Source: an optimization exercise on an open RTL-to-GDS flow (aim: small area and a short achievable clock period). Production flows keep margins and buffers that such runs may drop. No run shown here included a check of the RTL's function; only the layout flow was run.

File: flow/config.mk
export PLATFORM = sky130hd
export DESIGN_NAME = arith_encoder
export DESIGN_NICKNAME = arith_encoder
export VERILOG_FILES = /design/flow/design.v
export SDC_FILE = /design/flow/constraint.sdc
export NUM_CORES = 4
export LEC_CHECK = 0
export ABC_AREA = 1
export CAP_MARGIN = 20
export CORE_MARGIN = 2
export CORE_UTILIZATION = 40
export CTS_BUF_LIST = sky130_fd_sc_hd__clkbuf_8
export SETUP_SLACK_MARGIN = 2.8
export SLEW_MARGIN = 20
File: flow/constraint.sdc
create_clock -name core_clock -period 9.0 [get_ports {general_clk}]
set_input_delay 1.8000 -clock core_clock [delete_from_list [all_inputs] [get_ports {general_clk}]]
set_output_delay 1.8000 -clock core_clock [all_outputs]
set_load 0.01 [all_outputs]
File: flow/design.v
`timescale 1ns/1ps
module pipeline_control (
  input  logic general_clk,
  input  logic reset,
  input  logic in_valid,
  output logic out_valid
);
  logic v1, v2;
  always_ff @(posedge general_clk) begin
    if (reset) begin
      v1 <= 1'b0;
      v2 <= 1'b0;
    end else begin
      v1 <= in_valid;
      v2 <= v1;
    end
  end
  assign out_valid = v2;
endmodule
`timescale 1ns/1ps
module probability_stage (
  input  logic        general_clk,
  input  logic        reset,
  input  logic        in_valid,
  input  logic [15:0] fl,
  input  logic [15:0] fh,
  input  logic [3:0]  symbol,
  input  logic [4:0]  nsyms,
  input  logic        bool_mode,
  output logic        p_x,
  output logic        p_en,
  output logic        p_z,
  output logic        p_s,         
  output logic [9:0]  p_m2n,       
  output logic [5:0]  p_k,
  output logic [9:0]  p_nn,       
  output logic [4:0]  p_o2
);
  logic        vin;
  logic [9:0]  fl6, fh6;
  logic        first, sel_a, sel_c, sel_q;
  logic [5:0]  kd;        
  logic [4:0]  kdiff;     
  logic        kpos;
  logic [9:0]  m_p, m_q;
  logic [5:0]  k_next;
  assign vin   = in_valid & ~reset;
  assign fl6   = fl[15:6];
  assign fh6   = fh[15:6];
  assign first = (fl == 16'h8000);
  assign sel_a = vin & bool_mode & symbol[0];
  assign sel_c = vin & ~bool_mode & ~first;
  assign sel_q = vin & ~(bool_mode & symbol[0]);    
  assign kd    = {1'b0, nsyms} - {2'b00, symbol};
  assign kpos  = ~kd[5] & (kd[4:0] != 5'd0);
  assign kdiff = kd[5] ? 5'd0 : kd[4:0];
  assign m_p = sel_a ? fh6 : (sel_c ? fl6 : 10'd512);
  assign m_q = sel_q ? fh6 : 10'd0;
  always_comb begin
    if (sel_a)          k_next = 6'd1;
    else if (sel_c)     k_next = {5'd0, kpos};
    else if (!vin)      k_next = 6'd0;
    else if (bool_mode) k_next = 6'h3f;
    else if (kpos)      k_next = 6'd1 - {1'b0, kdiff};
    else                k_next = 6'd0;
  end
  always_ff @(posedge general_clk) begin
    p_x  <= ~sel_a & ~sel_c;
    p_z  <= ~sel_a & ~sel_c;
    p_en <= sel_q & fh6[0] & ~(sel_c & fl6[0]);
    {p_s, p_m2n} <= ({1'b0, m_p} - {1'b0, m_q}) ^ 11'h3ff;    
    p_k  <= k_next;
    p_nn  <= ~(sel_c ? fl6 : fh6);    
    p_o2 <= sel_c ? kdiff : 5'd1;
  end
endmodule
`timescale 1ns/1ps
module interval_update (
  input  logic        general_clk,
  input  logic        reset,
  input  logic        p_x,
  input  logic        p_en,
  input  logic        p_z,
  input  logic        p_s,         
  input  logic [9:0]  p_m2n,       
  input  logic [5:0]  p_k,
  input  logic [9:0]  p_nn,        
  input  logic [4:0]  p_o2,
  output logic [15:0] range_q,
  output logic [3:0]  d_q,
  output logic [15:0] add_next
);
  logic [7:0]  r8;
  logic [16:0] sum2;
  logic [16:0] sum2n;
  logic [15:0] raw;
  logic [15:0] rn;
  assign r8 = range_q[15:8];
  assign rn = ~range_q;
  wire [7:0] r8n = rn[15:8];
  wire lt_1, lt_2;
  assign lt_1 = (range_q[0] & p_x) ^ (r8[1] & ~p_m2n[0]) ^ (r8[0] & ~p_m2n[1]);
  assign lt_2 = ((range_q[0] & p_x) & (r8[1] & ~p_m2n[0])) | ((range_q[0] & p_x) & (r8[0] & ~p_m2n[1])) | ((r8[1] & ~p_m2n[0]) & (r8[0] & ~p_m2n[1]));
  wire lt_3, lt_4;
  assign lt_3 = (range_q[1] & p_x) ^ (r8[2] & ~p_m2n[0]) ^ (r8[1] & ~p_m2n[1]);
  assign lt_4 = ((range_q[1] & p_x) & (r8[2] & ~p_m2n[0])) | ((range_q[1] & p_x) & (r8[1] & ~p_m2n[1])) | ((r8[2] & ~p_m2n[0]) & (r8[1] & ~p_m2n[1]));
  wire lt_5, lt_6;
  assign lt_5 = (r8[0] & ~p_m2n[2]) ^ lt_2;
  assign lt_6 = (r8[0] & ~p_m2n[2]) & lt_2;
  wire lt_7, lt_8;
  assign lt_7 = p_k[0] ^ (range_q[2] & p_x) ^ (r8[3] & ~p_m2n[0]);
  assign lt_8 = (p_k[0] & (range_q[2] & p_x)) | (p_k[0] & (r8[3] & ~p_m2n[0])) | ((range_q[2] & p_x) & (r8[3] & ~p_m2n[0]));
  wire lt_9, lt_10;
  assign lt_9 = (r8[2] & ~p_m2n[1]) ^ (r8[1] & ~p_m2n[2]) ^ (r8[0] & ~p_m2n[3]);
  assign lt_10 = ((r8[2] & ~p_m2n[1]) & (r8[1] & ~p_m2n[2])) | ((r8[2] & ~p_m2n[1]) & (r8[0] & ~p_m2n[3])) | ((r8[1] & ~p_m2n[2]) & (r8[0] & ~p_m2n[3]));
  wire lt_11, lt_12;
  assign lt_11 = lt_4 ^ lt_7 ^ lt_9;
  assign lt_12 = (lt_4 & lt_7) | (lt_4 & lt_9) | (lt_7 & lt_9);
  wire lt_13, lt_14;
  assign lt_13 = p_k[1] ^ (range_q[3] & p_x) ^ (r8[4] & ~p_m2n[0]);
  assign lt_14 = (p_k[1] & (range_q[3] & p_x)) | (p_k[1] & (r8[4] & ~p_m2n[0])) | ((range_q[3] & p_x) & (r8[4] & ~p_m2n[0]));
  wire lt_15, lt_16;
  assign lt_15 = (r8[3] & ~p_m2n[1]) ^ (r8[2] & ~p_m2n[2]) ^ (r8[1] & ~p_m2n[3]);
  assign lt_16 = ((r8[3] & ~p_m2n[1]) & (r8[2] & ~p_m2n[2])) | ((r8[3] & ~p_m2n[1]) & (r8[1] & ~p_m2n[3])) | ((r8[2] & ~p_m2n[2]) & (r8[1] & ~p_m2n[3]));
  wire lt_17, lt_18;
  assign lt_17 = (r8[0] & ~p_m2n[4]) ^ lt_8 ^ lt_10;
  assign lt_18 = ((r8[0] & ~p_m2n[4]) & lt_8) | ((r8[0] & ~p_m2n[4]) & lt_10) | (lt_8 & lt_10);
  wire lt_19, lt_20;
  assign lt_19 = lt_13 ^ lt_15 ^ lt_12;
  assign lt_20 = (lt_13 & lt_15) | (lt_13 & lt_12) | (lt_15 & lt_12);
  wire lt_21, lt_22;
  assign lt_21 = p_k[2] ^ (range_q[4] & p_x) ^ (r8[5] & ~p_m2n[0]);
  assign lt_22 = (p_k[2] & (range_q[4] & p_x)) | (p_k[2] & (r8[5] & ~p_m2n[0])) | ((range_q[4] & p_x) & (r8[5] & ~p_m2n[0]));
  wire lt_23, lt_24;
  assign lt_23 = (r8[4] & ~p_m2n[1]) ^ (r8[3] & ~p_m2n[2]) ^ (r8[2] & ~p_m2n[3]);
  assign lt_24 = ((r8[4] & ~p_m2n[1]) & (r8[3] & ~p_m2n[2])) | ((r8[4] & ~p_m2n[1]) & (r8[2] & ~p_m2n[3])) | ((r8[3] & ~p_m2n[2]) & (r8[2] & ~p_m2n[3]));
  wire lt_25, lt_26;
  assign lt_25 = (r8[1] & ~p_m2n[4]) ^ (r8[0] & ~p_m2n[5]) ^ lt_14;
  assign lt_26 = ((r8[1] & ~p_m2n[4]) & (r8[0] & ~p_m2n[5])) | ((r8[1] & ~p_m2n[4]) & lt_14) | ((r8[0] & ~p_m2n[5]) & lt_14);
  wire lt_27, lt_28;
  assign lt_27 = lt_16 ^ lt_21 ^ lt_23;
  assign lt_28 = (lt_16 & lt_21) | (lt_16 & lt_23) | (lt_21 & lt_23);
  wire lt_29, lt_30;
  assign lt_29 = lt_18 ^ lt_25 ^ lt_27;
  assign lt_30 = (lt_18 & lt_25) | (lt_18 & lt_27) | (lt_25 & lt_27);
  wire lt_31, lt_32;
  assign lt_31 = p_k[3] ^ (range_q[5] & p_x) ^ (r8[6] & ~p_m2n[0]);
  assign lt_32 = (p_k[3] & (range_q[5] & p_x)) | (p_k[3] & (r8[6] & ~p_m2n[0])) | ((range_q[5] & p_x) & (r8[6] & ~p_m2n[0]));
  wire lt_33, lt_34;
  assign lt_33 = (r8[5] & ~p_m2n[1]) ^ (r8[4] & ~p_m2n[2]) ^ (r8[3] & ~p_m2n[3]);
  assign lt_34 = ((r8[5] & ~p_m2n[1]) & (r8[4] & ~p_m2n[2])) | ((r8[5] & ~p_m2n[1]) & (r8[3] & ~p_m2n[3])) | ((r8[4] & ~p_m2n[2]) & (r8[3] & ~p_m2n[3]));
  wire lt_35, lt_36;
  assign lt_35 = (r8[2] & ~p_m2n[4]) ^ (r8[1] & ~p_m2n[5]) ^ (r8[0] & ~p_m2n[6]);
  assign lt_36 = ((r8[2] & ~p_m2n[4]) & (r8[1] & ~p_m2n[5])) | ((r8[2] & ~p_m2n[4]) & (r8[0] & ~p_m2n[6])) | ((r8[1] & ~p_m2n[5]) & (r8[0] & ~p_m2n[6]));
  wire lt_37, lt_38;
  assign lt_37 = lt_22 ^ lt_24 ^ lt_31;
  assign lt_38 = (lt_22 & lt_24) | (lt_22 & lt_31) | (lt_24 & lt_31);
  wire lt_39, lt_40;
  assign lt_39 = lt_33 ^ lt_35 ^ lt_26;
  assign lt_40 = (lt_33 & lt_35) | (lt_33 & lt_26) | (lt_35 & lt_26);
  wire lt_41, lt_42;
  assign lt_41 = lt_28 ^ lt_37 ^ lt_39;
  assign lt_42 = (lt_28 & lt_37) | (lt_28 & lt_39) | (lt_37 & lt_39);
  wire lt_43, lt_44;
  assign lt_43 = p_k[4] ^ (range_q[6] & p_x) ^ (r8[7] & ~p_m2n[0]);
  assign lt_44 = (p_k[4] & (range_q[6] & p_x)) | (p_k[4] & (r8[7] & ~p_m2n[0])) | ((range_q[6] & p_x) & (r8[7] & ~p_m2n[0]));
  wire lt_45, lt_46;
  assign lt_45 = (r8[6] & ~p_m2n[1]) ^ (r8[5] & ~p_m2n[2]) ^ (r8[4] & ~p_m2n[3]);
  assign lt_46 = ((r8[6] & ~p_m2n[1]) & (r8[5] & ~p_m2n[2])) | ((r8[6] & ~p_m2n[1]) & (r8[4] & ~p_m2n[3])) | ((r8[5] & ~p_m2n[2]) & (r8[4] & ~p_m2n[3]));
  wire lt_47, lt_48;
  assign lt_47 = (r8[3] & ~p_m2n[4]) ^ (r8[2] & ~p_m2n[5]) ^ (r8[1] & ~p_m2n[6]);
  assign lt_48 = ((r8[3] & ~p_m2n[4]) & (r8[2] & ~p_m2n[5])) | ((r8[3] & ~p_m2n[4]) & (r8[1] & ~p_m2n[6])) | ((r8[2] & ~p_m2n[5]) & (r8[1] & ~p_m2n[6]));
  wire lt_49, lt_50;
  assign lt_49 = (r8[0] & ~p_m2n[7]) ^ lt_32 ^ lt_34;
  assign lt_50 = ((r8[0] & ~p_m2n[7]) & lt_32) | ((r8[0] & ~p_m2n[7]) & lt_34) | (lt_32 & lt_34);
  wire lt_51, lt_52;
  assign lt_51 = lt_36 ^ lt_43 ^ lt_45;
  assign lt_52 = (lt_36 & lt_43) | (lt_36 & lt_45) | (lt_43 & lt_45);
  wire lt_53, lt_54;
  assign lt_53 = lt_47 ^ lt_38 ^ lt_49;
  assign lt_54 = (lt_47 & lt_38) | (lt_47 & lt_49) | (lt_38 & lt_49);
  wire lt_55, lt_56;
  assign lt_55 = lt_51 ^ lt_40 ^ lt_53;
  assign lt_56 = (lt_51 & lt_40) | (lt_51 & lt_53) | (lt_40 & lt_53);
  wire lt_57, lt_58;
  assign lt_57 = p_k[5] ^ (range_q[7] & p_x) ^ (r8[7] & ~p_m2n[1]);
  assign lt_58 = (p_k[5] & (range_q[7] & p_x)) | (p_k[5] & (r8[7] & ~p_m2n[1])) | ((range_q[7] & p_x) & (r8[7] & ~p_m2n[1]));
  wire lt_59, lt_60;
  assign lt_59 = (r8[6] & ~p_m2n[2]) ^ (r8[5] & ~p_m2n[3]) ^ (r8[4] & ~p_m2n[4]);
  assign lt_60 = ((r8[6] & ~p_m2n[2]) & (r8[5] & ~p_m2n[3])) | ((r8[6] & ~p_m2n[2]) & (r8[4] & ~p_m2n[4])) | ((r8[5] & ~p_m2n[3]) & (r8[4] & ~p_m2n[4]));
  wire lt_61, lt_62;
  assign lt_61 = (r8[3] & ~p_m2n[5]) ^ (r8[2] & ~p_m2n[6]) ^ (r8[1] & ~p_m2n[7]);
  assign lt_62 = ((r8[3] & ~p_m2n[5]) & (r8[2] & ~p_m2n[6])) | ((r8[3] & ~p_m2n[5]) & (r8[1] & ~p_m2n[7])) | ((r8[2] & ~p_m2n[6]) & (r8[1] & ~p_m2n[7]));
  wire lt_63, lt_64;
  assign lt_63 = (r8[0] & ~p_m2n[8]) ^ lt_44 ^ lt_46;
  assign lt_64 = ((r8[0] & ~p_m2n[8]) & lt_44) | ((r8[0] & ~p_m2n[8]) & lt_46) | (lt_44 & lt_46);
  wire lt_65, lt_66;
  assign lt_65 = lt_48 ^ lt_57 ^ lt_59;
  assign lt_66 = (lt_48 & lt_57) | (lt_48 & lt_59) | (lt_57 & lt_59);
  wire lt_67, lt_68;
  assign lt_67 = lt_61 ^ lt_50 ^ lt_52;
  assign lt_68 = (lt_61 & lt_50) | (lt_61 & lt_52) | (lt_50 & lt_52);
  wire lt_69, lt_70;
  assign lt_69 = lt_63 ^ lt_65 ^ lt_54;
  assign lt_70 = (lt_63 & lt_65) | (lt_63 & lt_54) | (lt_65 & lt_54);
  wire lt_71, lt_72;
  assign lt_71 = lt_67 ^ lt_69;
  assign lt_72 = lt_67 & lt_69;
  wire lt_73, lt_74;
  assign lt_73 = p_k[5] ^ (r8[7] & ~p_m2n[2]) ^ (r8[6] & ~p_m2n[3]);
  assign lt_74 = (p_k[5] & (r8[7] & ~p_m2n[2])) | (p_k[5] & (r8[6] & ~p_m2n[3])) | ((r8[7] & ~p_m2n[2]) & (r8[6] & ~p_m2n[3]));
  wire lt_75, lt_76;
  assign lt_75 = (r8[5] & ~p_m2n[4]) ^ (r8[4] & ~p_m2n[5]) ^ (r8[3] & ~p_m2n[6]);
  assign lt_76 = ((r8[5] & ~p_m2n[4]) & (r8[4] & ~p_m2n[5])) | ((r8[5] & ~p_m2n[4]) & (r8[3] & ~p_m2n[6])) | ((r8[4] & ~p_m2n[5]) & (r8[3] & ~p_m2n[6]));
  wire lt_77, lt_78;
  assign lt_77 = (r8[2] & ~p_m2n[7]) ^ (r8[1] & ~p_m2n[8]) ^ (r8[0] & ~p_m2n[9]);
  assign lt_78 = ((r8[2] & ~p_m2n[7]) & (r8[1] & ~p_m2n[8])) | ((r8[2] & ~p_m2n[7]) & (r8[0] & ~p_m2n[9])) | ((r8[1] & ~p_m2n[8]) & (r8[0] & ~p_m2n[9]));
  wire lt_79, lt_80;
  assign lt_79 = lt_58 ^ lt_60 ^ lt_62;
  assign lt_80 = (lt_58 & lt_60) | (lt_58 & lt_62) | (lt_60 & lt_62);
  wire lt_81, lt_82;
  assign lt_81 = lt_73 ^ lt_75 ^ lt_77;
  assign lt_82 = (lt_73 & lt_75) | (lt_73 & lt_77) | (lt_75 & lt_77);
  wire lt_83, lt_84;
  assign lt_83 = lt_64 ^ lt_66 ^ lt_79;
  assign lt_84 = (lt_64 & lt_66) | (lt_64 & lt_79) | (lt_66 & lt_79);
  wire lt_85, lt_86;
  assign lt_85 = lt_81 ^ lt_68 ^ lt_83;
  assign lt_86 = (lt_81 & lt_68) | (lt_81 & lt_83) | (lt_68 & lt_83);
  wire lt_87, lt_88;
  assign lt_87 = lt_70 ^ lt_85;
  assign lt_88 = lt_70 & lt_85;
  wire lt_89, lt_90;
  assign lt_89 = p_s ^ p_k[5] ^ (r8[7] & ~p_m2n[3]);
  assign lt_90 = (p_s & p_k[5]) | (p_s & (r8[7] & ~p_m2n[3])) | (p_k[5] & (r8[7] & ~p_m2n[3]));
  wire lt_91, lt_92;
  assign lt_91 = (r8[6] & ~p_m2n[4]) ^ (r8[5] & ~p_m2n[5]) ^ (r8[4] & ~p_m2n[6]);
  assign lt_92 = ((r8[6] & ~p_m2n[4]) & (r8[5] & ~p_m2n[5])) | ((r8[6] & ~p_m2n[4]) & (r8[4] & ~p_m2n[6])) | ((r8[5] & ~p_m2n[5]) & (r8[4] & ~p_m2n[6]));
  wire lt_93, lt_94;
  assign lt_93 = (r8[3] & ~p_m2n[7]) ^ (r8[2] & ~p_m2n[8]) ^ (r8[1] & ~p_m2n[9]);
  assign lt_94 = ((r8[3] & ~p_m2n[7]) & (r8[2] & ~p_m2n[8])) | ((r8[3] & ~p_m2n[7]) & (r8[1] & ~p_m2n[9])) | ((r8[2] & ~p_m2n[8]) & (r8[1] & ~p_m2n[9]));
  wire lt_95, lt_96;
  assign lt_95 = (p_s & r8n[0]) ^ lt_74 ^ lt_76;
  assign lt_96 = ((p_s & r8n[0]) & lt_74) | ((p_s & r8n[0]) & lt_76) | (lt_74 & lt_76);
  wire lt_97, lt_98;
  assign lt_97 = lt_78 ^ lt_89 ^ lt_91;
  assign lt_98 = (lt_78 & lt_89) | (lt_78 & lt_91) | (lt_89 & lt_91);
  wire lt_99, lt_100;
  assign lt_99 = lt_93 ^ lt_80 ^ lt_82;
  assign lt_100 = (lt_93 & lt_80) | (lt_93 & lt_82) | (lt_80 & lt_82);
  wire lt_101, lt_102;
  assign lt_101 = lt_95 ^ lt_97 ^ lt_84;
  assign lt_102 = (lt_95 & lt_97) | (lt_95 & lt_84) | (lt_97 & lt_84);
  wire lt_103, lt_104;
  assign lt_103 = lt_99 ^ lt_101 ^ lt_86;
  assign lt_104 = (lt_99 & lt_101) | (lt_99 & lt_86) | (lt_101 & lt_86);
  wire lt_105, lt_106;
  assign lt_105 = p_k[5] ^ (r8[7] & ~p_m2n[4]) ^ (r8[6] & ~p_m2n[5]);
  assign lt_106 = (p_k[5] & (r8[7] & ~p_m2n[4])) | (p_k[5] & (r8[6] & ~p_m2n[5])) | ((r8[7] & ~p_m2n[4]) & (r8[6] & ~p_m2n[5]));
  wire lt_107, lt_108;
  assign lt_107 = (r8[5] & ~p_m2n[6]) ^ (r8[4] & ~p_m2n[7]) ^ (r8[3] & ~p_m2n[8]);
  assign lt_108 = ((r8[5] & ~p_m2n[6]) & (r8[4] & ~p_m2n[7])) | ((r8[5] & ~p_m2n[6]) & (r8[3] & ~p_m2n[8])) | ((r8[4] & ~p_m2n[7]) & (r8[3] & ~p_m2n[8]));
  wire lt_109, lt_110;
  assign lt_109 = (r8[2] & ~p_m2n[9]) ^ (p_s & r8n[1]) ^ lt_90;
  assign lt_110 = ((r8[2] & ~p_m2n[9]) & (p_s & r8n[1])) | ((r8[2] & ~p_m2n[9]) & lt_90) | ((p_s & r8n[1]) & lt_90);
  wire lt_111, lt_112;
  assign lt_111 = lt_92 ^ lt_94 ^ lt_105;
  assign lt_112 = (lt_92 & lt_94) | (lt_92 & lt_105) | (lt_94 & lt_105);
  wire lt_113, lt_114;
  assign lt_113 = lt_107 ^ lt_96 ^ lt_98;
  assign lt_114 = (lt_107 & lt_96) | (lt_107 & lt_98) | (lt_96 & lt_98);
  wire lt_115, lt_116;
  assign lt_115 = lt_109 ^ lt_111 ^ lt_100;
  assign lt_116 = (lt_109 & lt_111) | (lt_109 & lt_100) | (lt_111 & lt_100);
  wire lt_117, lt_118;
  assign lt_117 = lt_113 ^ lt_102 ^ lt_115;
  assign lt_118 = (lt_113 & lt_102) | (lt_113 & lt_115) | (lt_102 & lt_115);
  wire lt_119, lt_120;
  assign lt_119 = p_k[5] ^ (r8[7] & ~p_m2n[5]) ^ (r8[6] & ~p_m2n[6]);
  assign lt_120 = (p_k[5] & (r8[7] & ~p_m2n[5])) | (p_k[5] & (r8[6] & ~p_m2n[6])) | ((r8[7] & ~p_m2n[5]) & (r8[6] & ~p_m2n[6]));
  wire lt_121, lt_122;
  assign lt_121 = (r8[5] & ~p_m2n[7]) ^ (r8[4] & ~p_m2n[8]) ^ (r8[3] & ~p_m2n[9]);
  assign lt_122 = ((r8[5] & ~p_m2n[7]) & (r8[4] & ~p_m2n[8])) | ((r8[5] & ~p_m2n[7]) & (r8[3] & ~p_m2n[9])) | ((r8[4] & ~p_m2n[8]) & (r8[3] & ~p_m2n[9]));
  wire lt_123, lt_124;
  assign lt_123 = (p_s & r8n[2]) ^ lt_106 ^ lt_108;
  assign lt_124 = ((p_s & r8n[2]) & lt_106) | ((p_s & r8n[2]) & lt_108) | (lt_106 & lt_108);
  wire lt_125, lt_126;
  assign lt_125 = lt_119 ^ lt_121 ^ lt_110;
  assign lt_126 = (lt_119 & lt_121) | (lt_119 & lt_110) | (lt_121 & lt_110);
  wire lt_127, lt_128;
  assign lt_127 = lt_112 ^ lt_123 ^ lt_114;
  assign lt_128 = (lt_112 & lt_123) | (lt_112 & lt_114) | (lt_123 & lt_114);
  wire lt_129, lt_130;
  assign lt_129 = lt_125 ^ lt_116 ^ lt_127;
  assign lt_130 = (lt_125 & lt_116) | (lt_125 & lt_127) | (lt_116 & lt_127);
  wire lt_131, lt_132;
  assign lt_131 = p_k[5] ^ (r8[7] & ~p_m2n[6]) ^ (r8[6] & ~p_m2n[7]);
  assign lt_132 = (p_k[5] & (r8[7] & ~p_m2n[6])) | (p_k[5] & (r8[6] & ~p_m2n[7])) | ((r8[7] & ~p_m2n[6]) & (r8[6] & ~p_m2n[7]));
  wire lt_133, lt_134;
  assign lt_133 = (r8[5] & ~p_m2n[8]) ^ (r8[4] & ~p_m2n[9]) ^ (p_s & r8n[3]);
  assign lt_134 = ((r8[5] & ~p_m2n[8]) & (r8[4] & ~p_m2n[9])) | ((r8[5] & ~p_m2n[8]) & (p_s & r8n[3])) | ((r8[4] & ~p_m2n[9]) & (p_s & r8n[3]));
  wire lt_135, lt_136;
  assign lt_135 = lt_120 ^ lt_122 ^ lt_131;
  assign lt_136 = (lt_120 & lt_122) | (lt_120 & lt_131) | (lt_122 & lt_131);
  wire lt_137, lt_138;
  assign lt_137 = lt_133 ^ lt_124 ^ lt_135;
  assign lt_138 = (lt_133 & lt_124) | (lt_133 & lt_135) | (lt_124 & lt_135);
  wire lt_139, lt_140;
  assign lt_139 = lt_126 ^ lt_137 ^ lt_128;
  assign lt_140 = (lt_126 & lt_137) | (lt_126 & lt_128) | (lt_137 & lt_128);
  wire lt_141, lt_142;
  assign lt_141 = p_k[5] ^ (r8[7] & ~p_m2n[7]) ^ (r8[6] & ~p_m2n[8]);
  assign lt_142 = (p_k[5] & (r8[7] & ~p_m2n[7])) | (p_k[5] & (r8[6] & ~p_m2n[8])) | ((r8[7] & ~p_m2n[7]) & (r8[6] & ~p_m2n[8]));
  wire lt_143, lt_144;
  assign lt_143 = (r8[5] & ~p_m2n[9]) ^ (p_s & r8n[4]) ^ lt_132;
  assign lt_144 = ((r8[5] & ~p_m2n[9]) & (p_s & r8n[4])) | ((r8[5] & ~p_m2n[9]) & lt_132) | ((p_s & r8n[4]) & lt_132);
  wire lt_145, lt_146;
  assign lt_145 = lt_134 ^ lt_141 ^ lt_136;
  assign lt_146 = (lt_134 & lt_141) | (lt_134 & lt_136) | (lt_141 & lt_136);
  wire lt_147, lt_148;
  assign lt_147 = lt_143 ^ lt_138 ^ lt_145;
  assign lt_148 = (lt_143 & lt_138) | (lt_143 & lt_145) | (lt_138 & lt_145);
  wire lt_149, lt_150;
  assign lt_149 = p_k[5] ^ (r8[7] & ~p_m2n[8]) ^ (r8[6] & ~p_m2n[9]);
  assign lt_150 = (p_k[5] & (r8[7] & ~p_m2n[8])) | (p_k[5] & (r8[6] & ~p_m2n[9])) | ((r8[7] & ~p_m2n[8]) & (r8[6] & ~p_m2n[9]));
  wire lt_151, lt_152;
  assign lt_151 = (p_s & r8n[5]) ^ lt_142 ^ lt_149;
  assign lt_152 = ((p_s & r8n[5]) & lt_142) | ((p_s & r8n[5]) & lt_149) | (lt_142 & lt_149);
  wire lt_153, lt_154;
  assign lt_153 = lt_144 ^ lt_151 ^ lt_146;
  assign lt_154 = (lt_144 & lt_151) | (lt_144 & lt_146) | (lt_151 & lt_146);
  wire lt_155, lt_156;
  assign lt_155 = p_k[5] ^ (r8[7] & ~p_m2n[9]) ^ (p_s & r8n[6]);
  assign lt_156 = (p_k[5] & (r8[7] & ~p_m2n[9])) | (p_k[5] & (p_s & r8n[6])) | ((r8[7] & ~p_m2n[9]) & (p_s & r8n[6]));
  wire lt_157, lt_158;
  assign lt_157 = lt_150 ^ lt_155 ^ lt_152;
  assign lt_158 = (lt_150 & lt_155) | (lt_150 & lt_152) | (lt_155 & lt_152);
  wire [16:0] lt_a, lt_b;
  assign lt_a = {lt_154, lt_148, lt_140, lt_130, lt_118, lt_104, lt_88, lt_72, lt_56, lt_42, lt_30, lt_20, lt_17, lt_6, lt_3, (p_en & r8[0]), 1'b0};
  assign lt_b = {lt_157, lt_153, lt_147, lt_139, lt_129, lt_117, lt_103, lt_87, lt_71, lt_55, lt_41, lt_29, lt_19, lt_11, lt_5, lt_1, 1'b0};
  assign sum2 = lt_a + lt_b;
  assign raw  = sum2[16:1];
  wire at_1, at_2;
  assign at_1 = rn[0] ^ (r8[1] & ~p_nn[0]);
  assign at_2 = rn[0] & (r8[1] & ~p_nn[0]);
  wire at_3, at_4;
  assign at_3 = rn[1] ^ (r8[2] & ~p_nn[0]) ^ (r8[1] & ~p_nn[1]);
  assign at_4 = (rn[1] & (r8[2] & ~p_nn[0])) | (rn[1] & (r8[1] & ~p_nn[1])) | ((r8[2] & ~p_nn[0]) & (r8[1] & ~p_nn[1]));
  wire at_5, at_6;
  assign at_5 = (r8[0] & ~p_nn[2]) ^ at_2;
  assign at_6 = (r8[0] & ~p_nn[2]) & at_2;
  wire at_7, at_8;
  assign at_7 = p_o2[0] ^ rn[2] ^ (r8[3] & ~p_nn[0]);
  assign at_8 = (p_o2[0] & rn[2]) | (p_o2[0] & (r8[3] & ~p_nn[0])) | (rn[2] & (r8[3] & ~p_nn[0]));
  wire at_9, at_10;
  assign at_9 = (r8[2] & ~p_nn[1]) ^ (r8[1] & ~p_nn[2]) ^ (r8[0] & ~p_nn[3]);
  assign at_10 = ((r8[2] & ~p_nn[1]) & (r8[1] & ~p_nn[2])) | ((r8[2] & ~p_nn[1]) & (r8[0] & ~p_nn[3])) | ((r8[1] & ~p_nn[2]) & (r8[0] & ~p_nn[3]));
  wire at_11, at_12;
  assign at_11 = at_4 ^ at_7 ^ at_9;
  assign at_12 = (at_4 & at_7) | (at_4 & at_9) | (at_7 & at_9);
  wire at_13, at_14;
  assign at_13 = p_o2[1] ^ rn[3] ^ (r8[4] & ~p_nn[0]);
  assign at_14 = (p_o2[1] & rn[3]) | (p_o2[1] & (r8[4] & ~p_nn[0])) | (rn[3] & (r8[4] & ~p_nn[0]));
  wire at_15, at_16;
  assign at_15 = (r8[3] & ~p_nn[1]) ^ (r8[2] & ~p_nn[2]) ^ (r8[1] & ~p_nn[3]);
  assign at_16 = ((r8[3] & ~p_nn[1]) & (r8[2] & ~p_nn[2])) | ((r8[3] & ~p_nn[1]) & (r8[1] & ~p_nn[3])) | ((r8[2] & ~p_nn[2]) & (r8[1] & ~p_nn[3]));
  wire at_17, at_18;
  assign at_17 = (r8[0] & ~p_nn[4]) ^ at_8 ^ at_10;
  assign at_18 = ((r8[0] & ~p_nn[4]) & at_8) | ((r8[0] & ~p_nn[4]) & at_10) | (at_8 & at_10);
  wire at_19, at_20;
  assign at_19 = at_13 ^ at_15 ^ at_12;
  assign at_20 = (at_13 & at_15) | (at_13 & at_12) | (at_15 & at_12);
  wire at_21, at_22;
  assign at_21 = p_o2[2] ^ rn[4] ^ (r8[5] & ~p_nn[0]);
  assign at_22 = (p_o2[2] & rn[4]) | (p_o2[2] & (r8[5] & ~p_nn[0])) | (rn[4] & (r8[5] & ~p_nn[0]));
  wire at_23, at_24;
  assign at_23 = (r8[4] & ~p_nn[1]) ^ (r8[3] & ~p_nn[2]) ^ (r8[2] & ~p_nn[3]);
  assign at_24 = ((r8[4] & ~p_nn[1]) & (r8[3] & ~p_nn[2])) | ((r8[4] & ~p_nn[1]) & (r8[2] & ~p_nn[3])) | ((r8[3] & ~p_nn[2]) & (r8[2] & ~p_nn[3]));
  wire at_25, at_26;
  assign at_25 = (r8[1] & ~p_nn[4]) ^ (r8[0] & ~p_nn[5]) ^ at_14;
  assign at_26 = ((r8[1] & ~p_nn[4]) & (r8[0] & ~p_nn[5])) | ((r8[1] & ~p_nn[4]) & at_14) | ((r8[0] & ~p_nn[5]) & at_14);
  wire at_27, at_28;
  assign at_27 = at_16 ^ at_21 ^ at_23;
  assign at_28 = (at_16 & at_21) | (at_16 & at_23) | (at_21 & at_23);
  wire at_29, at_30;
  assign at_29 = at_18 ^ at_25 ^ at_27;
  assign at_30 = (at_18 & at_25) | (at_18 & at_27) | (at_25 & at_27);
  wire at_31, at_32;
  assign at_31 = p_o2[3] ^ rn[5] ^ (r8[6] & ~p_nn[0]);
  assign at_32 = (p_o2[3] & rn[5]) | (p_o2[3] & (r8[6] & ~p_nn[0])) | (rn[5] & (r8[6] & ~p_nn[0]));
  wire at_33, at_34;
  assign at_33 = (r8[5] & ~p_nn[1]) ^ (r8[4] & ~p_nn[2]) ^ (r8[3] & ~p_nn[3]);
  assign at_34 = ((r8[5] & ~p_nn[1]) & (r8[4] & ~p_nn[2])) | ((r8[5] & ~p_nn[1]) & (r8[3] & ~p_nn[3])) | ((r8[4] & ~p_nn[2]) & (r8[3] & ~p_nn[3]));
  wire at_35, at_36;
  assign at_35 = (r8[2] & ~p_nn[4]) ^ (r8[1] & ~p_nn[5]) ^ (r8[0] & ~p_nn[6]);
  assign at_36 = ((r8[2] & ~p_nn[4]) & (r8[1] & ~p_nn[5])) | ((r8[2] & ~p_nn[4]) & (r8[0] & ~p_nn[6])) | ((r8[1] & ~p_nn[5]) & (r8[0] & ~p_nn[6]));
  wire at_37, at_38;
  assign at_37 = at_22 ^ at_24 ^ at_31;
  assign at_38 = (at_22 & at_24) | (at_22 & at_31) | (at_24 & at_31);
  wire at_39, at_40;
  assign at_39 = at_33 ^ at_35 ^ at_26;
  assign at_40 = (at_33 & at_35) | (at_33 & at_26) | (at_35 & at_26);
  wire at_41, at_42;
  assign at_41 = at_28 ^ at_37 ^ at_39;
  assign at_42 = (at_28 & at_37) | (at_28 & at_39) | (at_37 & at_39);
  wire at_43, at_44;
  assign at_43 = p_o2[4] ^ rn[6] ^ (r8[7] & ~p_nn[0]);
  assign at_44 = (p_o2[4] & rn[6]) | (p_o2[4] & (r8[7] & ~p_nn[0])) | (rn[6] & (r8[7] & ~p_nn[0]));
  wire at_45, at_46;
  assign at_45 = (r8[6] & ~p_nn[1]) ^ (r8[5] & ~p_nn[2]) ^ (r8[4] & ~p_nn[3]);
  assign at_46 = ((r8[6] & ~p_nn[1]) & (r8[5] & ~p_nn[2])) | ((r8[6] & ~p_nn[1]) & (r8[4] & ~p_nn[3])) | ((r8[5] & ~p_nn[2]) & (r8[4] & ~p_nn[3]));
  wire at_47, at_48;
  assign at_47 = (r8[3] & ~p_nn[4]) ^ (r8[2] & ~p_nn[5]) ^ (r8[1] & ~p_nn[6]);
  assign at_48 = ((r8[3] & ~p_nn[4]) & (r8[2] & ~p_nn[5])) | ((r8[3] & ~p_nn[4]) & (r8[1] & ~p_nn[6])) | ((r8[2] & ~p_nn[5]) & (r8[1] & ~p_nn[6]));
  wire at_49, at_50;
  assign at_49 = (r8[0] & ~p_nn[7]) ^ at_32 ^ at_34;
  assign at_50 = ((r8[0] & ~p_nn[7]) & at_32) | ((r8[0] & ~p_nn[7]) & at_34) | (at_32 & at_34);
  wire at_51, at_52;
  assign at_51 = at_36 ^ at_43 ^ at_45;
  assign at_52 = (at_36 & at_43) | (at_36 & at_45) | (at_43 & at_45);
  wire at_53, at_54;
  assign at_53 = at_47 ^ at_38 ^ at_49;
  assign at_54 = (at_47 & at_38) | (at_47 & at_49) | (at_38 & at_49);
  wire at_55, at_56;
  assign at_55 = at_51 ^ at_40 ^ at_53;
  assign at_56 = (at_51 & at_40) | (at_51 & at_53) | (at_40 & at_53);
  wire at_57, at_58;
  assign at_57 = rn[7] ^ (r8[7] & ~p_nn[1]) ^ (r8[6] & ~p_nn[2]);
  assign at_58 = (rn[7] & (r8[7] & ~p_nn[1])) | (rn[7] & (r8[6] & ~p_nn[2])) | ((r8[7] & ~p_nn[1]) & (r8[6] & ~p_nn[2]));
  wire at_59, at_60;
  assign at_59 = (r8[5] & ~p_nn[3]) ^ (r8[4] & ~p_nn[4]) ^ (r8[3] & ~p_nn[5]);
  assign at_60 = ((r8[5] & ~p_nn[3]) & (r8[4] & ~p_nn[4])) | ((r8[5] & ~p_nn[3]) & (r8[3] & ~p_nn[5])) | ((r8[4] & ~p_nn[4]) & (r8[3] & ~p_nn[5]));
  wire at_61, at_62;
  assign at_61 = (r8[2] & ~p_nn[6]) ^ (r8[1] & ~p_nn[7]) ^ (r8[0] & ~p_nn[8]);
  assign at_62 = ((r8[2] & ~p_nn[6]) & (r8[1] & ~p_nn[7])) | ((r8[2] & ~p_nn[6]) & (r8[0] & ~p_nn[8])) | ((r8[1] & ~p_nn[7]) & (r8[0] & ~p_nn[8]));
  wire at_63, at_64;
  assign at_63 = at_44 ^ at_46 ^ at_48;
  assign at_64 = (at_44 & at_46) | (at_44 & at_48) | (at_46 & at_48);
  wire at_65, at_66;
  assign at_65 = at_57 ^ at_59 ^ at_61;
  assign at_66 = (at_57 & at_59) | (at_57 & at_61) | (at_59 & at_61);
  wire at_67, at_68;
  assign at_67 = at_50 ^ at_52 ^ at_63;
  assign at_68 = (at_50 & at_52) | (at_50 & at_63) | (at_52 & at_63);
  wire at_69, at_70;
  assign at_69 = at_65 ^ at_54 ^ at_67;
  assign at_70 = (at_65 & at_54) | (at_65 & at_67) | (at_54 & at_67);
  wire at_71, at_72;
  assign at_71 = rn[8] ^ (r8[7] & ~p_nn[2]) ^ (r8[6] & ~p_nn[3]);
  assign at_72 = (rn[8] & (r8[7] & ~p_nn[2])) | (rn[8] & (r8[6] & ~p_nn[3])) | ((r8[7] & ~p_nn[2]) & (r8[6] & ~p_nn[3]));
  wire at_73, at_74;
  assign at_73 = (r8[5] & ~p_nn[4]) ^ (r8[4] & ~p_nn[5]) ^ (r8[3] & ~p_nn[6]);
  assign at_74 = ((r8[5] & ~p_nn[4]) & (r8[4] & ~p_nn[5])) | ((r8[5] & ~p_nn[4]) & (r8[3] & ~p_nn[6])) | ((r8[4] & ~p_nn[5]) & (r8[3] & ~p_nn[6]));
  wire at_75, at_76;
  assign at_75 = (r8[2] & ~p_nn[7]) ^ (r8[1] & ~p_nn[8]) ^ (r8[0] & ~p_nn[9]);
  assign at_76 = ((r8[2] & ~p_nn[7]) & (r8[1] & ~p_nn[8])) | ((r8[2] & ~p_nn[7]) & (r8[0] & ~p_nn[9])) | ((r8[1] & ~p_nn[8]) & (r8[0] & ~p_nn[9]));
  wire at_77, at_78;
  assign at_77 = at_58 ^ at_60 ^ at_62;
  assign at_78 = (at_58 & at_60) | (at_58 & at_62) | (at_60 & at_62);
  wire at_79, at_80;
  assign at_79 = at_71 ^ at_73 ^ at_75;
  assign at_80 = (at_71 & at_73) | (at_71 & at_75) | (at_73 & at_75);
  wire at_81, at_82;
  assign at_81 = at_64 ^ at_66 ^ at_77;
  assign at_82 = (at_64 & at_66) | (at_64 & at_77) | (at_66 & at_77);
  wire at_83, at_84;
  assign at_83 = at_79 ^ at_68 ^ at_81;
  assign at_84 = (at_79 & at_68) | (at_79 & at_81) | (at_68 & at_81);
  wire at_85, at_86;
  assign at_85 = rn[9] ^ (r8[7] & ~p_nn[3]) ^ (r8[6] & ~p_nn[4]);
  assign at_86 = (rn[9] & (r8[7] & ~p_nn[3])) | (rn[9] & (r8[6] & ~p_nn[4])) | ((r8[7] & ~p_nn[3]) & (r8[6] & ~p_nn[4]));
  wire at_87, at_88;
  assign at_87 = (r8[5] & ~p_nn[5]) ^ (r8[4] & ~p_nn[6]) ^ (r8[3] & ~p_nn[7]);
  assign at_88 = ((r8[5] & ~p_nn[5]) & (r8[4] & ~p_nn[6])) | ((r8[5] & ~p_nn[5]) & (r8[3] & ~p_nn[7])) | ((r8[4] & ~p_nn[6]) & (r8[3] & ~p_nn[7]));
  wire at_89, at_90;
  assign at_89 = (r8[2] & ~p_nn[8]) ^ (r8[1] & ~p_nn[9]) ^ at_72;
  assign at_90 = ((r8[2] & ~p_nn[8]) & (r8[1] & ~p_nn[9])) | ((r8[2] & ~p_nn[8]) & at_72) | ((r8[1] & ~p_nn[9]) & at_72);
  wire at_91, at_92;
  assign at_91 = at_74 ^ at_76 ^ at_85;
  assign at_92 = (at_74 & at_76) | (at_74 & at_85) | (at_76 & at_85);
  wire at_93, at_94;
  assign at_93 = at_87 ^ at_78 ^ at_80;
  assign at_94 = (at_87 & at_78) | (at_87 & at_80) | (at_78 & at_80);
  wire at_95, at_96;
  assign at_95 = at_89 ^ at_91 ^ at_82;
  assign at_96 = (at_89 & at_91) | (at_89 & at_82) | (at_91 & at_82);
  wire at_97, at_98;
  assign at_97 = at_93 ^ at_95;
  assign at_98 = at_93 & at_95;
  wire at_99, at_100;
  assign at_99 = rn[10] ^ (r8[7] & ~p_nn[4]) ^ (r8[6] & ~p_nn[5]);
  assign at_100 = (rn[10] & (r8[7] & ~p_nn[4])) | (rn[10] & (r8[6] & ~p_nn[5])) | ((r8[7] & ~p_nn[4]) & (r8[6] & ~p_nn[5]));
  wire at_101, at_102;
  assign at_101 = (r8[5] & ~p_nn[6]) ^ (r8[4] & ~p_nn[7]) ^ (r8[3] & ~p_nn[8]);
  assign at_102 = ((r8[5] & ~p_nn[6]) & (r8[4] & ~p_nn[7])) | ((r8[5] & ~p_nn[6]) & (r8[3] & ~p_nn[8])) | ((r8[4] & ~p_nn[7]) & (r8[3] & ~p_nn[8]));
  wire at_103, at_104;
  assign at_103 = (r8[2] & ~p_nn[9]) ^ at_86 ^ at_88;
  assign at_104 = ((r8[2] & ~p_nn[9]) & at_86) | ((r8[2] & ~p_nn[9]) & at_88) | (at_86 & at_88);
  wire at_105, at_106;
  assign at_105 = at_99 ^ at_101 ^ at_90;
  assign at_106 = (at_99 & at_101) | (at_99 & at_90) | (at_101 & at_90);
  wire at_107, at_108;
  assign at_107 = at_92 ^ at_103 ^ at_94;
  assign at_108 = (at_92 & at_103) | (at_92 & at_94) | (at_103 & at_94);
  wire at_109, at_110;
  assign at_109 = at_105 ^ at_96 ^ at_107;
  assign at_110 = (at_105 & at_96) | (at_105 & at_107) | (at_96 & at_107);
  wire at_111, at_112;
  assign at_111 = rn[11] ^ (r8[7] & ~p_nn[5]) ^ (r8[6] & ~p_nn[6]);
  assign at_112 = (rn[11] & (r8[7] & ~p_nn[5])) | (rn[11] & (r8[6] & ~p_nn[6])) | ((r8[7] & ~p_nn[5]) & (r8[6] & ~p_nn[6]));
  wire at_113, at_114;
  assign at_113 = (r8[5] & ~p_nn[7]) ^ (r8[4] & ~p_nn[8]) ^ (r8[3] & ~p_nn[9]);
  assign at_114 = ((r8[5] & ~p_nn[7]) & (r8[4] & ~p_nn[8])) | ((r8[5] & ~p_nn[7]) & (r8[3] & ~p_nn[9])) | ((r8[4] & ~p_nn[8]) & (r8[3] & ~p_nn[9]));
  wire at_115, at_116;
  assign at_115 = at_100 ^ at_102 ^ at_111;
  assign at_116 = (at_100 & at_102) | (at_100 & at_111) | (at_102 & at_111);
  wire at_117, at_118;
  assign at_117 = at_113 ^ at_104 ^ at_115;
  assign at_118 = (at_113 & at_104) | (at_113 & at_115) | (at_104 & at_115);
  wire at_119, at_120;
  assign at_119 = at_106 ^ at_117 ^ at_108;
  assign at_120 = (at_106 & at_117) | (at_106 & at_108) | (at_117 & at_108);
  wire at_121, at_122;
  assign at_121 = rn[12] ^ (r8[7] & ~p_nn[6]) ^ (r8[6] & ~p_nn[7]);
  assign at_122 = (rn[12] & (r8[7] & ~p_nn[6])) | (rn[12] & (r8[6] & ~p_nn[7])) | ((r8[7] & ~p_nn[6]) & (r8[6] & ~p_nn[7]));
  wire at_123, at_124;
  assign at_123 = (r8[5] & ~p_nn[8]) ^ (r8[4] & ~p_nn[9]) ^ at_112;
  assign at_124 = ((r8[5] & ~p_nn[8]) & (r8[4] & ~p_nn[9])) | ((r8[5] & ~p_nn[8]) & at_112) | ((r8[4] & ~p_nn[9]) & at_112);
  wire at_125, at_126;
  assign at_125 = at_114 ^ at_121 ^ at_116;
  assign at_126 = (at_114 & at_121) | (at_114 & at_116) | (at_121 & at_116);
  wire at_127, at_128;
  assign at_127 = at_123 ^ at_118 ^ at_125;
  assign at_128 = (at_123 & at_118) | (at_123 & at_125) | (at_118 & at_125);
  wire at_129, at_130;
  assign at_129 = rn[13] ^ (r8[7] & ~p_nn[7]) ^ (r8[6] & ~p_nn[8]);
  assign at_130 = (rn[13] & (r8[7] & ~p_nn[7])) | (rn[13] & (r8[6] & ~p_nn[8])) | ((r8[7] & ~p_nn[7]) & (r8[6] & ~p_nn[8]));
  wire at_131, at_132;
  assign at_131 = (r8[5] & ~p_nn[9]) ^ at_122 ^ at_129;
  assign at_132 = ((r8[5] & ~p_nn[9]) & at_122) | ((r8[5] & ~p_nn[9]) & at_129) | (at_122 & at_129);
  wire at_133, at_134;
  assign at_133 = at_124 ^ at_131 ^ at_126;
  assign at_134 = (at_124 & at_131) | (at_124 & at_126) | (at_131 & at_126);
  wire at_135, at_136;
  assign at_135 = rn[14] ^ (r8[7] & ~p_nn[8]) ^ (r8[6] & ~p_nn[9]);
  assign at_136 = (rn[14] & (r8[7] & ~p_nn[8])) | (rn[14] & (r8[6] & ~p_nn[9])) | ((r8[7] & ~p_nn[8]) & (r8[6] & ~p_nn[9]));
  wire at_137, at_138;
  assign at_137 = at_130 ^ at_135 ^ at_132;
  assign at_138 = (at_130 & at_135) | (at_130 & at_132) | (at_135 & at_132);
  wire at_139, at_140;
  assign at_139 = rn[15] ^ (r8[7] & ~p_nn[9]) ^ at_136;
  assign at_140 = (rn[15] & (r8[7] & ~p_nn[9])) | (rn[15] & at_136) | ((r8[7] & ~p_nn[9]) & at_136);
  wire [16:0] at_a, at_b;
  assign at_a = {at_138, at_134, at_128, at_120, at_110, at_98, at_84, at_70, at_56, at_42, at_30, at_20, at_17, at_6, at_3, (r8[0] & ~p_nn[1]), 1'b0};
  assign at_b = {at_139, at_137, at_133, at_127, at_119, at_109, at_97, at_83, at_69, at_55, at_41, at_29, at_19, at_11, at_5, at_1, 1'b0};
  assign sum2n    = at_a + at_b;
  assign add_next = ~(sum2n[16:1] | {16{p_z}});
  logic        z8, z4, z2, z1, raw_zero;
  logic [15:0] t1, t2, t3, range_next;
  logic [3:0]  d_next;
  assign z8 = ~|raw[15:8];
  assign t1 = z8 ? {raw[7:0], 8'd0} : raw;
  assign z4 = ~|t1[15:12];
  assign t2 = z4 ? {t1[11:0], 4'd0} : t1;
  assign z2 = ~|t2[15:14];
  assign t3 = z2 ? {t2[13:0], 2'd0} : t2;
  assign z1 = ~t3[15];
  assign range_next = z1 ? {t3[14:0], 1'b0} : t3;
  assign raw_zero = ~|raw;
  assign d_next = (raw_zero | reset) ? 4'd0 : {z8, z4, z2, z1};
  always_ff @(posedge general_clk) begin
    if (reset) range_q <= 16'd32768;
    else       range_q <= range_next;
    d_q <= d_next;
  end
endmodule
`timescale 1ns/1ps
module renormalizer (
  input  logic        general_clk,
  input  logic        reset,
  input  logic [15:0] add_next,
  input  logic [3:0]  d_q,
  output logic [23:0] low_out,
  output logic [4:0]  cnt_out,
  output logic [1:0]  bit_flag,
  output logic [15:0] out_bit_1,
  output logic [15:0] out_bit_2
);
  logic [23:0] sum_q;
  logic [3:0]  cq;
  logic [4:0]  e_sum;        
  logic        emit1, emit2;
  logic [2:0]  f_sum;        
  logic [23:0] low_shl;
  logic [23:0] low_next;
  logic [23:0] sum_next;
  logic [3:0]  cq_next;
  logic [7:0]  keep_hi;
  logic [24:0] win_src;
  logic [23:0] win;
  assign e_sum = {1'b0, cq} + {1'b0, d_q};
  assign emit1 = e_sum >= 5'd9;
  assign emit2 = e_sum >= 5'd17;
  assign f_sum = e_sum[2:0] - 3'd1;    
  always_comb begin
    case (f_sum)
      3'd0: keep_hi = 8'h00;
      3'd1: keep_hi = 8'h01;
      3'd2: keep_hi = 8'h03;
      3'd3: keep_hi = 8'h07;
      3'd4: keep_hi = 8'h0f;
      3'd5: keep_hi = 8'h1f;
      3'd6: keep_hi = 8'h3f;
      default: keep_hi = 8'h7f;
    endcase
    if (!emit1) keep_hi = 8'hff;
  end
  assign low_shl  = sum_q << d_q;
  assign low_next = low_shl & {keep_hi, 16'hffff};
  assign cq_next  = emit1 ? {1'b0, f_sum} + 4'd1 : e_sum[3:0];
  assign sum_next = low_next + {8'd0, add_next};
  assign win_src = {sum_q, 1'b0};
  assign win     = 24'(win_src >> cq);
  always_ff @(posedge general_clk) begin
    if (reset) begin
      sum_q <= '0;
      cq    <= '0;
    end else begin
      sum_q <= sum_next;
      cq    <= cq_next;
    end
  end
  assign low_out   = low_next;
  assign cnt_out   = {1'b0, cq_next} - 5'd9;
  assign bit_flag  = {emit2, emit1 & ~emit2};
  assign out_bit_1 = win[23:8];
  assign out_bit_2 = {8'd0, win[7:0]};
endmodule
`timescale 1ns/1ps
module arith_encoder #(
  parameter int SYMBOL_WIDTH = 4
) (
  input  logic                    general_clk,
  input  logic                    reset,
  input  logic                    in_valid,
  input  logic [15:0]             fl,
  input  logic [15:0]             fh,
  input  logic [SYMBOL_WIDTH-1:0] symbol,
  input  logic [SYMBOL_WIDTH:0]   nsyms,
  input  logic                    bool_mode,
  output logic                    out_valid,
  output logic [15:0]             range_out,
  output logic [23:0]             low_out,
  output logic [4:0]              cnt_out,
  output logic [1:0]              bit_flag,
  output logic [15:0]             out_bit_1,
  output logic [15:0]             out_bit_2
);
  logic        p_x, p_en, p_z;
  logic        p_s;
  logic [9:0]  p_m2n;
  logic [5:0]  p_k;
  logic [9:0]  p_nn;
  logic [4:0]  p_o2;
  logic [15:0] add_next;
  logic [3:0]  d_q;
  pipeline_control u_control (
    .general_clk (general_clk),
    .reset       (reset),
    .in_valid    (in_valid),
    .out_valid   (out_valid)
  );
  probability_stage u_stage_1 (
    .general_clk (general_clk),
    .reset       (reset),
    .in_valid    (in_valid),
    .fl          (fl),
    .fh          (fh),
    .symbol      (symbol),
    .nsyms       (nsyms),
    .bool_mode   (bool_mode),
    .p_x         (p_x),
    .p_en        (p_en),
    .p_z         (p_z),
    .p_s         (p_s),
    .p_m2n       (p_m2n),
    .p_k         (p_k),
    .p_nn         (p_nn),
    .p_o2        (p_o2)
  );
  interval_update u_stage_2 (
    .general_clk (general_clk),
    .reset       (reset),
    .p_x         (p_x),
    .p_en        (p_en),
    .p_z         (p_z),
    .p_s         (p_s),
    .p_m2n       (p_m2n),
    .p_k         (p_k),
    .p_nn         (p_nn),
    .p_o2        (p_o2),
    .range_q     (range_out),
    .d_q         (d_q),
    .add_next    (add_next)
  );
  renormalizer u_stage_3 (
    .general_clk (general_clk),
    .reset       (reset),
    .add_next    (add_next),
    .d_q         (d_q),
    .low_out     (low_out),
    .cnt_out     (cnt_out),
    .bit_flag    (bit_flag),
    .out_bit_1   (out_bit_1),
    .out_bit_2   (out_bit_2)
  );
endmodule
File: flow/flow/run.sh
#!/bin/bash
# The standard layout with three changes: synthesis skips the quick ABC pass
# inside Yosys's synth (the final ABC mapping still runs), adders use Yosys's
# Sklansky carry network instead of Kogge-Stone, and the ports get the
# smallest buffer instead of the delay buffer that buffer_ports picks by
# default. All output goes to run_standard.log in this folder; ORFS keeps its
# own logs under orfs/logs.
set -euo pipefail
export SYNTH_ARGS="-noabc"
export SYNTH_OPERATIONS_ARGS="-extra-map +/choices/sklansky.v"
export BUFFER_PORTS_ARGS="-buffer_cell sky130_fd_sc_hd__buf_1"
bash standard.sh > run_standard.log 2>&1
File: flow/standard.sh
#!/bin/bash
# synth_recipe.tcl (not shown) runs the flow's synth.tcl, then flattens the netlist and writes it again
# the make line also repeats each setting of config.mk as NAME=value (left out here)
make -C /OpenROAD-flow-scripts/flow DESIGN_CONFIG=/design/flow/config.mk WORK_HOME=/design/flow/orfs CLKGATE_MAP_FILE= SYNTH_SCRIPT=/design/flow/synth_recipe.tcl "${@:-finish}"
==> results of run 1 <==
[through the flow]
stage	worst slack (ns)	instances
floorplan	3.32	1736
global placement	1.97	2151
detailed placement	1.91	2151
CTS	2.81	2170
global route	2.75	2179
finish	3.15	2179
[flip-flops by register name (all words and copies together), names as in the netlist]
register and count:
u_stage_1.p_s 1, u_stage_1.p_o2 5, u_stage_3.sum_q 24, u_control.v1 1, u_stage_1.p_k 6, u_stage_2.d_q 4
u_control.v2 1, u_stage_1.p_en 1, u_stage_2.range_q 16, u_stage_1.p_x 1, u_stage_1.p_nn 10, u_stage_1.p_m2n 10
u_stage_3.cq 4
[worst max-delay path by stage]
stage | start | to | slack (ns) | cells past startpoint
finish | u_stage_2.range_q[14] | u_stage_2.range_q[13] | 3.15 | 27
global route | u_stage_2.range_q[9] | u_stage_3.sum_q[21] | 2.75 | 28
CTS | u_stage_2.range_q[12] | u_stage_3.sum_q[21] | 2.81 | 26
detailed placement | u_stage_2.range_q[13] | u_stage_3.sum_q[21] | 1.91 | 26
global placement | u_stage_2.range_q[13] | u_stage_3.sum_q[22] | 1.97 | 24
floorplan | u_stage_2.range_q[14] | u_stage_2.range_q[3] | 3.32 | 30
[final cells by class]
cell class,instances,area (µm²),area share (%)
Inverter,242,946,7.17
Multi-Input combinational cell,1318,9260,70.2
Clock inverter,7,104,0.787
Clock buffer,9,124,0.938
Sequential cell,84,1720,13.0
Timing Repair Buffer,129,559,4.24
Tap cell,390,488,3.70
[per-layer routing]
layer,track usage (%),wire (µm),vias to the layer above
met3,4.24,1880,46
met4,5.96,794,0
met1,26.9,14600,5169
met2,35.5,15200,264
li1,-,-,5434
met5,0,0,-
[logic make-up after synthesis]
kind of cell	count (synthesis)
flops	84
compound gates	251
mux	14
other cells	1
buf+inv	335
simple gates	779
fa+ha+maj	241
xor+xnor	24
[critical path: stages (launching register included)]
cell	delay [ns]
dfxtp_4	0.43
clkinvlp_4	0.17
nor2_2	0.14
fa_1	0.46
fa_1	0.47
fa_1	0.39
fa_1	0.44
ha_1	0.31
ha_1	0.33
nand2_1	0.09
inv_1	0.06
a21oi_2	0.17
nand2_4	0.12
fa_1	0.39
xor2_1	0.17
nor2_1	0.18
inv_1	0.09
nor2_4	0.16
nand2_4	0.10
clkinv_2	0.09
nand2_1	0.06
nand2_1	0.09
nand3_1	0.08
nand2_1	0.15
inv_2	0.11
a21oi_4	0.35
nand2_1	0.10
nand2_1	0.09
[synth_stat cells, types with 11 or more instances]
library cell	instances
a21oi_1	50
buf_4	29
clkbuf_1	51
dfxtp_1	84
fa_1	160
ha_1	81
inv_1	228
mux2i_1	14
nand2_1	429
nand3_1	47
nor2_1	244
o21ai_0	158
o21ai_1	11
xor2_1	16
[what timing repair did]
item | 4_1_cts | 5_1_grt
pin swaps | 0 | 11
setup endpoints to repair | 30 | 28
gates cloned | 0 | 1
gates resized for setup | 21 | 43
setup buffers | 3 | 8
==> run notes, run 1 <==
* Clk sinks at 84
* Yosys warns at 4
* Final Cell Area at 13200 µm²
* Most frequent cells in the layout: 426 x nand2_1, 239 x nor2_1, 227 x inv_1
* DR DRC count at 0
* Yosys cell types at 51
* Worst hold path type: flip-flop to flip-flop
* Site Rows at 63
* DRT Wirelength at 32400 µm
* RR Endpoint: u_stage_2.range_q[13]
* Worst EP required at 9.32 ns
* Vias in the first global route at 10753
* Max-slew violation count at 0
* Die Ht at 178 µm
* DR pass1 iterations at 5
* Largest fanout on the critical path at 13
* Setup slack, reg-to-reg at 3.15 ns
* EDFF count, synth at 0
* Commonest non-fill, non-tap cell in the layout: nand2_1
* Worst-Margin Slew at 0.773 ns
* #FFs+latches synth at 84
* Initial antenna violation count at 0
* Post-DR vias/cell at around 5
* Die Footprint at 31800 µm²
* Slew margin rel. at 48.4%
* Final Util at 44.3%
* Fillers at around 3200
* Final hold slack at approximately 0.41 ns
* Crit. End Element: flip-flop
* Post-Synthesis Cells at 1729
* Placed inst area at 12700 µm²
* Mean routed wirelength per cell at 14.9 µm
* Critical Path Start Type: flip-flop
* Skew final at between 0.015 and 0.02 ns
* Nets at 2070
* Hold Crit Endpoint: u_control.v2
* Hold path depth at 2
* Post-synthesis mux area share at 1.15%
* Largest net degree at the start of global routing at 46
* DIE WIDTH at 178 µm
* Kind of critical path: flip-flop to flip-flop
* Count of input and output buffers at 110
* Via count at ~11000
* Synth top area share at 26.3%
* Final hold vios at 0
* Main combinational cell family by area after synthesis: adder cells
* FF-to-FF Start: u_stage_2.range_q[14]
* Avg Inst Size Synth at 7.04 µm²
* Core area at 29800 µm²
* Clock Pin Slew Worst Setup and Hold Paths at 0.10 ns
* Adder-cell share of the synthesized area at 34.6%
* Final min period at 5.85 ns
* Drt initial violations at 657
* Gr usage total at a little over a fifth
* I/O pin count at 125
* Crit path DAT at between 6 and 7 ns
* Largest area contributor in the netlist: fa_1
* Post-Syn Area at 12200 µm²
* Routability cong. at 0.874
* RSZ-0062 raised after global routing: yes
* CTS Buffer Depth at 2
* Clock latency on the worst-skew pair at 0.38 ns
* Max Clk Rate at 171 MHz
* Initial Util at 40.8%
* FF-to-FF path depth at 27
* Clk root buf: clkbuf_8
* CTS tree: done
* Syn-to-layout area delta at 8.47%
* Status: complete, no violations
* Post-route ant nets at 0
* DP HPWL at 26800 µm
* Tcrit/Tclk final at between 60% and 70%
* CTS Buf Count at 9
* Synth Area in Simple Gates at between 20% and 30%
* Post-synth ARST share at 0%
* Hold Startpoint: u_control.v1
* Sequential share of the synthesized area at between 10% and 20%
* Layout cells sized above 1 at 6.37%
* H-Tree Depth at 3
* Most area-consuming cells after synthesis: fa_1 26%, dfxtp_1 14%, nand2_1 13%, ha_1 8.3%, nor2_1 7.5%
* Ys flop type: dfxtp_1
* Endpoints failing setup at 0
* Diode count at 0
* Compound-Gate Fraction of Synth Area at ~11%
* Number of max-cap violations at 0
* First-pass GRT wire length at approximately 53000 µm
* Xor/xnor share of the synthesized area at 1.73%
* Final global-route overflow total at 0
* Post-CTS Hold Buffers at 0
* Setup TNS Final at 0 ns
==> inputs of run 2 (changes only) <==
--- a/flow/config.mk
+++ b/flow/config.mk
@@ -12,3 +12,3 @@
 export CTS_BUF_LIST = sky130_fd_sc_hd__clkbuf_8
-export SETUP_SLACK_MARGIN = 2.8
+export SETUP_SLACK_MARGIN = 3.0
 export SLEW_MARGIN = 20
==> run 2 against run 1 <==
  * First-iteration DRC count shrank 9.7%
  * Routed wire length grew 0.78%
  * Synthesized cell count is the same
==> run notes, run 2 <==
* Worst EP required at 9.32 ns
* Final min period at 5.68 ns
* DRT Wirelength at 32700 µm
* Most area-consuming cells after synthesis: fa_1 26%, dfxtp_1 14%, nand2_1 13%, ha_1 8.3%, nor2_1 7.5%
* CTS Buffer Depth at 2
* Most frequent cells in the layout: 424 x nand2_1, 237 x nor2_1, 226 x inv_1
* Crit path max-delay family: adder cells
* DR DRC count at 0
* FF-to-FF Start: u_stage_2.range_q[14]
* EDFF count, synth at 0
* GRT met3 Usage at between 4 and 5%
* Post-Synthesis Cells at 1729
* Slowest CP cell: fa_2
* Post-Layout Cell Count at 2191
* Crit. End Element: flip-flop
* Drt initial violations at 593
* CTS Buf Count at 9
* Count of input and output buffers at 110
* Tcrit/Tclk final at 63.1%
* Kind of critical path: flip-flop to flip-flop
* Diode count at 0
* Max-slew violation count at 0
* Setup TNS Final at 0 ns
* Number of max-cap violations at 0
* Die Ht at 178 µm
* Commonest non-fill, non-tap cell in the layout: nand2_1
* Site Rows at 63
* CP dominant cell by count: nand2_1
* Skew final at 0.0186 ns
* Hold Startpoint: u_control.v1
* Top post-synthesis cells by count: 429 x nand2_1, 244 x nor2_1, 228 x inv_1
* Gr usage total at between 20% and 30%
* #FFs+latches synth at 84
* Worst hold path type: flip-flop to flip-flop
* Max Clk Rate at 176 MHz
* Fillers at 3185
* Yosys cell types at 51
* Largest area contributor in the netlist: fa_1
* Status: complete, no violations
* Syn-to-layout area delta at 10.3%
* First-pass GRT wire length at around 53000 µm
* Crit path DAT at roughly 6.0 ns
* Final global-route overflow total at 0
* CTS tree: done
* Largest net degree at the start of global routing at 46
* Layout cells sized above 1 at 8.00%
* Routability cong. at 0.874
* Clk root buf: clkbuf_8
* Slew margin rel. at a little under half
* Core area at 29800 µm²
* DR pass1 iterations at 5
* Mean routed wirelength per cell at 14.9 µm
* Sequential share of the synthesized area at about 14%
* Via count at 10945
* Worst-Margin Slew at 0.788 ns
* Most numerous cell in the Yosys netlist: nand2_1
* CP startpoint: u_stage_2.range_q[14]
* RSZ-0062 raised after global routing: yes
* Max reg flops at 24
* Met2 Track Usage GR at 35.6%
* Worst setup margin at 3.32 ns
* Nets at between 2000 and 2500
* Ys flop type: dfxtp_1
* DIE WIDTH at 178 µm
* Clock latency on the worst-skew pair at 0.38 ns
* Yosys warns at 4
* Placed Cells at 2151
* Pre-CTS setup slack at 1.91 ns
* H-Tree Depth at 3
* Post-DR vias/cell at around 5.0
* I/O pin count at around 130
* Avg Inst Size Synth at 7.04 µm²
* Count of buffer and inverter cells on the critical path at 6
* Initial Util at roughly two fifths
* Vias in the first global route at 10748
* Critical path's largest stage delay at 0.46 ns
* Post-Syn Area at 12200 µm²
* Final hold vios at 0
* Initial antenna violation count at 0
* Clk sinks at 84
* Most Crowded Layer GR: met2
* Post-route ant nets at 0
* Final Util at 45.0%
* Largest fanout on the critical path at 13
* Endpoints failing setup at 0
* Critical Path Start Type: flip-flop
* Met1 global-route usage at 27.0%
* Most flops, register: u_stage_3.sum_q
* Top flop regs: u_stage_3.sum_q x24, u_stage_2.range_q x16
* DP HPWL at 26800 µm
* Synth top area share at 26.3%
* Post-synth ARST share at 0%
* Die Footprint at approximately 32000 µm²
* Clock Pin Slew Worst Setup and Hold Paths at 0.09 ns
run 2: changes by cell type in the layout (fill, tap and decap cells not counted), sizes merged:
cell	change
buf	+13
inv	-2
clkinv	+1
clkinvlp	+1
nor2	-1
run 2: routing by layer:
layer	vias to the layer above	share of wire, %
li1	5459	-
met4	0	2.3
met5	-	0
met1	5166	45
met2	278	47
met3	42	5.9
run 2: repair_timing:
action / CTS / global route
buffers inserted: 6 / 18
resized for setup: 35 / 60
cloned: 0 / 0
pin swaps: 2 / 21
hold buffers: 0 / 0
endpoints found under the setup margin: 33 / 31
run 2: tightest hold or removal path: cells and delay by family (launching register included):
family	cells	cell delay (ns)
buffers and inverters	1	0.04
DFF	1	0.30
and+or+nand+nor	1	0.03
run 2: stage by stage:
stage / cell area (µm²) / hold WS [ns]
global placement: 12700 / 0.395
global route: 13400 / 0.428
CTS: 13100 / 0.414
finish: 13400 / 0.410
floorplan: 12200 / 0.388
detailed placement: 12700 / 0.402
run 2: cells by family after synthesis:
logic type	after synthesis	synth area share (%)
AO/OA/AOI/OAI	251	11.1
XOR/XNOR	24	1.73
buffers and inverters	335	11.5
other	1	0.0308
flip-flops	84	13.8
multiplexers	14	1.15
AND/OR/NAND/NOR	779	26.1
adder cells (fa/ha/maj)	241	34.6
run 2: path summary, 6_finish.rpt:
kind | slack, ns | cells past startpoint | end
min reg2reg | 0.41 | 2 | u_control.v2
max reg2reg | 3.32 | 30 | u_stage_2.range_q[1]
max | 3.32 | 30 | u_stage_2.range_q[1]
min | 0.41 | 2 | u_control.v2
run 2: final cells by class:
cell class                 instances  area, µm²  share of cell area [%]
timing repair buffer             142        689                    5.14
tap                              390        488                    3.64
clock inverter                     7        104                   0.774
inverter                         242        965                    7.19
clock buffer                       9        124                   0.923
multi-input combinational       1317       9330                    69.5
sequential                        84       1720                    12.8

==> separate check: timing with driven ports <==
Ports are ideal in the flow. The routed layouts listed here were re-timed in OpenROAD. Step 1 (the two cells are an assumption about what drives the block):
set clk [get_ports {general_clk}]
set_driving_cell -lib_cell sky130_fd_sc_hd__clkbuf_16 $clk
set_driving_cell -lib_cell sky130_fd_sc_hd__buf_2 [delete_from_list [all_inputs] $clk]
Step 2, shift: input delay + t, output delay - t, t = (earliest + latest rising clock arrival at the registers) / 2. This alone moves slack from input paths to output paths. a / b / c = ideal ports / drivers / drivers and shift; a / b = the first two.
| run | t, ns | setup WS [ns] | worst setup path after step 2 | worst data-port slew with drivers (ns) |
|---|---|---|---|---|
| run 1 | 0.408 | 3.152 / 3.152 / 2.843 | input to register | 0.04 |
| run 2 | 0.407 | 3.324 / 3.324 / 3.141 | input to register | 0.03 |
After both steps setup and hold are still met in every run listed. The setup slack of run 1, which loses most, moves by 0.000 ns with the drivers and by -0.309 ns with both steps.
